This design comes from an exercise in tuning for small area on the open sky130 flow, not from production work.
At most, simulation tests tie the RTL to the original design; equivalence was not proved.
No driver is modelled on the clock port, so clock power and skew are understated where the tree is cut down; a real chip needs a root buffer or a tree.
Power and IR drop assume default switching activity.

v6:
## cube_raster
module cube_raster
#(
    parameter int NUM_LANES       = 10,
    parameter int WORDS_PER_FRAME = 3,
    parameter int BIT_PERIOD      = 20,
    parameter int ONE_HIGH        = 13,
    parameter int ZERO_HIGH       = 6
) (
    input  logic                   clk,
    input  logic                   reset,
    input  logic                   enable_i,
    input  logic                   ack_i,
    input  logic                   pix_valid_i,
    output logic                   pix_ready_o,
    input  cube_pkg::color_t [NUM_LANES-1:0] pix_color_i,    
    input  cube_pkg::dim_t pix_dim_i,
    output logic                   finished_o,
    output logic [NUM_LANES-1:0]   sout_o
);
Size: roughly 520 cells after synthesis, about 110 I/O pins, ~5700 um2 of cells after synthesis.
export LEC_CHECK = 0
export CAP_MARGIN = 20
export CORE_MARGIN = 2
export CORE_UTILIZATION = 40
export SLEW_MARGIN = 20
create_clock -name core_clock -period 5.0 [get_ports {clk}]
run.sh (not shown) runs the stock make flow with config.mk's settings and CLKGATE_MAP_FILE= SYNTH_SCRIPT=/design/flow/synth_recipe.tcl, a recipe that flattens the netlist after the stock synthesis.
v6 reached the end of the flow, and the finished layout is clean on the timing, DRC and antenna checks.
Inputs modified between v6 and v7:
==> flow/flow/run.sh (new file) <==
#!/bin/bash
# Layout flow: the standard flow (standard.sh) with two changes:
#  - port buffers are the smallest buffer, sky130_fd_sc_hd__buf_1
#  - clock tree synthesis inserts no dummy loads
# Every tool's output goes to a log in this folder (and ORFS's own logs).
set -euo pipefail
export BUFFER_PORTS_ARGS="-buffer_cell sky130_fd_sc_hd__buf_1"
export CTS_ARGS="-sink_clustering_enable -repair_clock_nets -dont_use_dummy_load"
bash standard.sh > standard.log 2>&1
==> flow/standard.sh (new file) <==
#!/bin/bash
# synth_recipe.tcl (not shown) runs the flow's synth.tcl, then flattens the netlist and writes it again
# the make line also repeats each setting of config.mk as NAME=value (left out here)
make -C /OpenROAD-flow-scripts/flow DESIGN_CONFIG=/design/flow/config.mk WORK_HOME=/design/flow/orfs CLKGATE_MAP_FILE= SYNTH_SCRIPT=/design/flow/synth_recipe.tcl "${@:-finish}"
removed: flow/run.sh
[summary]
- v7 has completed all stages; timing, DRC and antenna checks passed.
- Summary — post-synthesis to final-layout area growth, v7 relative to v6: lower, by 13 points.
- Number of cells traversed by the worst hold path sits higher in v7 than in v6.
- Between v6 and v7, the via count of the first global-routing pass is higher for v6.
- v7 vs. v6: final worst setup slack down 17 ps; post-layout total power down 190 uW; number of sequential cells in the layout flat; required time of the worst setup path flat.
Function was not checked in any run of this note: the RTL went through the layout flow alone.

---

== north ==
Another version of the RTL of cube_raster (not shown whole).
Size in the first run: ~500 cells after synthesis, roughly 110 flip-flops, roughly 5300 µm² of cells after synthesis.
==> flow/design.v (excerpt) <==
module cube_raster
#(
    parameter int NUM_LANES       = 10,
    parameter int WORDS_PER_FRAME = 3,
    parameter int BIT_PERIOD      = 20,
    parameter int ONE_HIGH        = 13,
    parameter int ZERO_HIGH       = 6
) (
    input  logic                   clk,
    input  logic                   reset,
    input  logic                   enable_i,
    input  logic                   ack_i,
    input  logic                   pix_valid_i,
    output logic                   pix_ready_o,
    input  cube_pkg::color_t [NUM_LANES-1:0] pix_color_i,    
    input  cube_pkg::dim_t pix_dim_i,
    output logic                   finished_o,
    output logic [NUM_LANES-1:0]   sout_o
);
==> flow/config.mk <==
export PLATFORM = sky130hd
export DESIGN_NAME = cube_raster
export DESIGN_NICKNAME = cube_raster
export VERILOG_FILES = /design/flow/design.v
export SDC_FILE = /design/flow/constraint.sdc
export NUM_CORES = 4
export LEC_CHECK = 0
export CAP_MARGIN = 20
export CORE_MARGIN = 2
export CORE_UTILIZATION = 60
export SLEW_MARGIN = 20
export SYNTH_HIERARCHICAL = 1
==> flow/constraint.sdc <==
create_clock -name core_clock -period 5.0 [get_ports {clk}]
set_input_delay 1.0000 -clock core_clock [delete_from_list [all_inputs] [get_ports {clk}]]
set_output_delay 1.0000 -clock core_clock [all_outputs]
set_load 0.01 [all_outputs]
standard.sh (not shown) runs the stock make flow with config.mk's settings and CLKGATE_MAP_FILE= SYNTH_SCRIPT=/design/flow/synth_recipe.tcl, a recipe that flattens the netlist after the stock synthesis.
==> flow/flow/run.sh <==
#!/bin/bash
# Layout flow: the standard flow (standard.sh) with two changes:
#  - port buffers are the smallest buffer, sky130_fd_sc_hd__buf_1
#  - the clock tree is built by flow/manual_cts.tcl (ORFS's PRE_CTS_TCL hook):
#    four clkbuf_16, each driving a quarter of the flip-flops, fed straight
#    from the clock port; ORFS's own clock tree synthesis is skipped
# The make output goes to standard.log here; ORFS keeps each step's log too.
set -euo pipefail
export BUFFER_PORTS_ARGS="-buffer_cell sky130_fd_sc_hd__buf_1"
export PRE_CTS_TCL="$PWD/flow/manual_cts.tcl"
export MCTS_LEAVES=4
export MCTS_ROOTS=0
export MCTS_LEAF_BUF=sky130_fd_sc_hd__clkbuf_16
bash standard.sh > standard.log 2>&1
Other scripts of this flow, unchanged in this note and not shown: flow/flow/manual_cts.tcl
Every stage of the flow completed for north, and the final layout passed the timing, DRC and antenna checks.
Modified inputs, south compared to north
Settings: swapping 60 for 40 in CORE_UTILIZATION.
Findings:
- Between north and south, fraction of standard cell area in multi-input logic decreased.
- On overall die area, north beats south.
- south against north: wire length shows an increase of 180 µm; power share of the clock group was more or less identical.
- Floorplan row count is lower on north
- Going from north to south, part of the total power dissipated in sequential elements higher, design area shows an increase of about 1.1%.
- Utilization, north and south: smaller value in south
- Looking at proportion of power drawn by combinational gates, south sits below north.
- Total power of south is lower than that of north.
What east does differently from south at the input level:
Settings: CORE_UTILIZATION: 40 -> 50.
==> comparison <==
Going from south to east, overall power consumption shrank slightly.
In the flow results for south and east, the layout overhead on the synthesized area is larger on south.
Across both runs, number of cells in the design after placement was lower for east than for south.
In east relative to south, post-route standard cell area excluding fillers had gone down slightly.
Taking south over east, the width of the die ratio works out to 1.11.
In every run of this note, the design's own scripts or RTL, not TritonCTS, make the clock network.

---

Another version of the RTL of cube_raster (not shown whole).
For scale: roughly 480 cells after synthesis, about 110 I/O pins.
Settings: LEC_CHECK=0, CAP_MARGIN=20, CORE_MARGIN=2, CORE_UTILIZATION=40, SLEW_MARGIN=20, SYNTH_HIERARCHICAL=1; clock period 5.0 ns.
==> flow/flow/run.sh <==
#!/bin/bash
# Layout flow: the standard flow (standard.sh) with two changes:
#  - port buffers are the smallest buffer, sky130_fd_sc_hd__buf_1
#  - the clock tree is built by flow/manual_cts.tcl (ORFS's PRE_CTS_TCL hook):
#    four buf_12, each driving a quarter of the flip-flops, fed straight
#    from the clock port; ORFS's own clock tree synthesis is skipped
#  - after global routing, cells off the critical paths are downsized
#    (ORFS's power recovery, RECOVER_POWER)
# The make output goes to standard.log here; ORFS keeps each step's log too.
set -euo pipefail
export BUFFER_PORTS_ARGS="-buffer_cell sky130_fd_sc_hd__buf_1"
export PRE_CTS_TCL="$PWD/flow/manual_cts.tcl"
export MCTS_LEAVES=4
export MCTS_ROOTS=0
export RECOVER_POWER=100
export MCTS_LEAF_BUF=sky130_fd_sc_hd__buf_12
bash standard.sh > standard.log 2>&1
Other scripts of this flow, unchanged in this note and not shown: flow/flow/manual_cts.tcl
The first run finished with capacitance limit, slew limit left.
==> next run, changes <==
--- a/flow/flow/run.sh
+++ b/flow/flow/run.sh
@@ -5,6 +5,4 @@
 #    four buf_12, each driving a quarter of the flip-flops, fed straight
 #    from the clock port; ORFS's own clock tree synthesis is skipped
-#  - after global routing, cells off the critical paths are downsized
-#    (ORFS's power recovery, RECOVER_POWER)
 # The make output goes to standard.log here; ORFS keeps each step's log too.
 set -euo pipefail
@@ -13,5 +11,4 @@
 export MCTS_LEAVES=4
 export MCTS_ROOTS=0
-export RECOVER_POWER=100
 export MCTS_LEAF_BUF=sky130_fd_sc_hd__buf_12
 bash standard.sh > standard.log 2>&1
Result:
- The changed run completed without violations
- wire length hardly moves
- die area is unchanged
- utilization stays flat
In every run of this note, the design's own scripts or RTL, not TritonCTS, make the clock network.

## afterwards: timing with drivers on the ports
The results above use ideal ports. As a check the final layouts listed here were re-extracted and re-timed, cells and wires unchanged. Step 1: set_driving_cell puts a clkbuf_16 on clk and a buf_2 on each other input, an assumption about the parent block. Step 2 also shifts input and output timing later by t, the mid clock arrival at the registers, as if the neighbouring blocks saw the same clock. Three values: ideal ports, drivers, drivers and shift; two values: the first two.
run	t (ns)	setup WS [ns]	worst hold slack (ns)
v6	0.388	0.407 / 0.407 / 0.407	0.453 / 0.453 / 0.453
v7	0.380	0.390 / 0.390 / 0.390	0.452 / 0.452 / 0.452
north	0.237	0.187 / 0.187 / 0.187	0.412 / 0.412 / 0.412
south	0.242	0.187 / 0.187 / 0.187	0.409 / 0.409 / 0.409
east	0.241	0.214 / 0.214 / 0.214	0.407 / 0.407 / 0.407
the first run of note 3	0.223	0.394 / 0.394 / 0.394	0.417 / 0.417 / 0.417
the second run of note 3	0.224	0.399 / 0.399 / 0.399	0.417 / 0.417 / 0.417
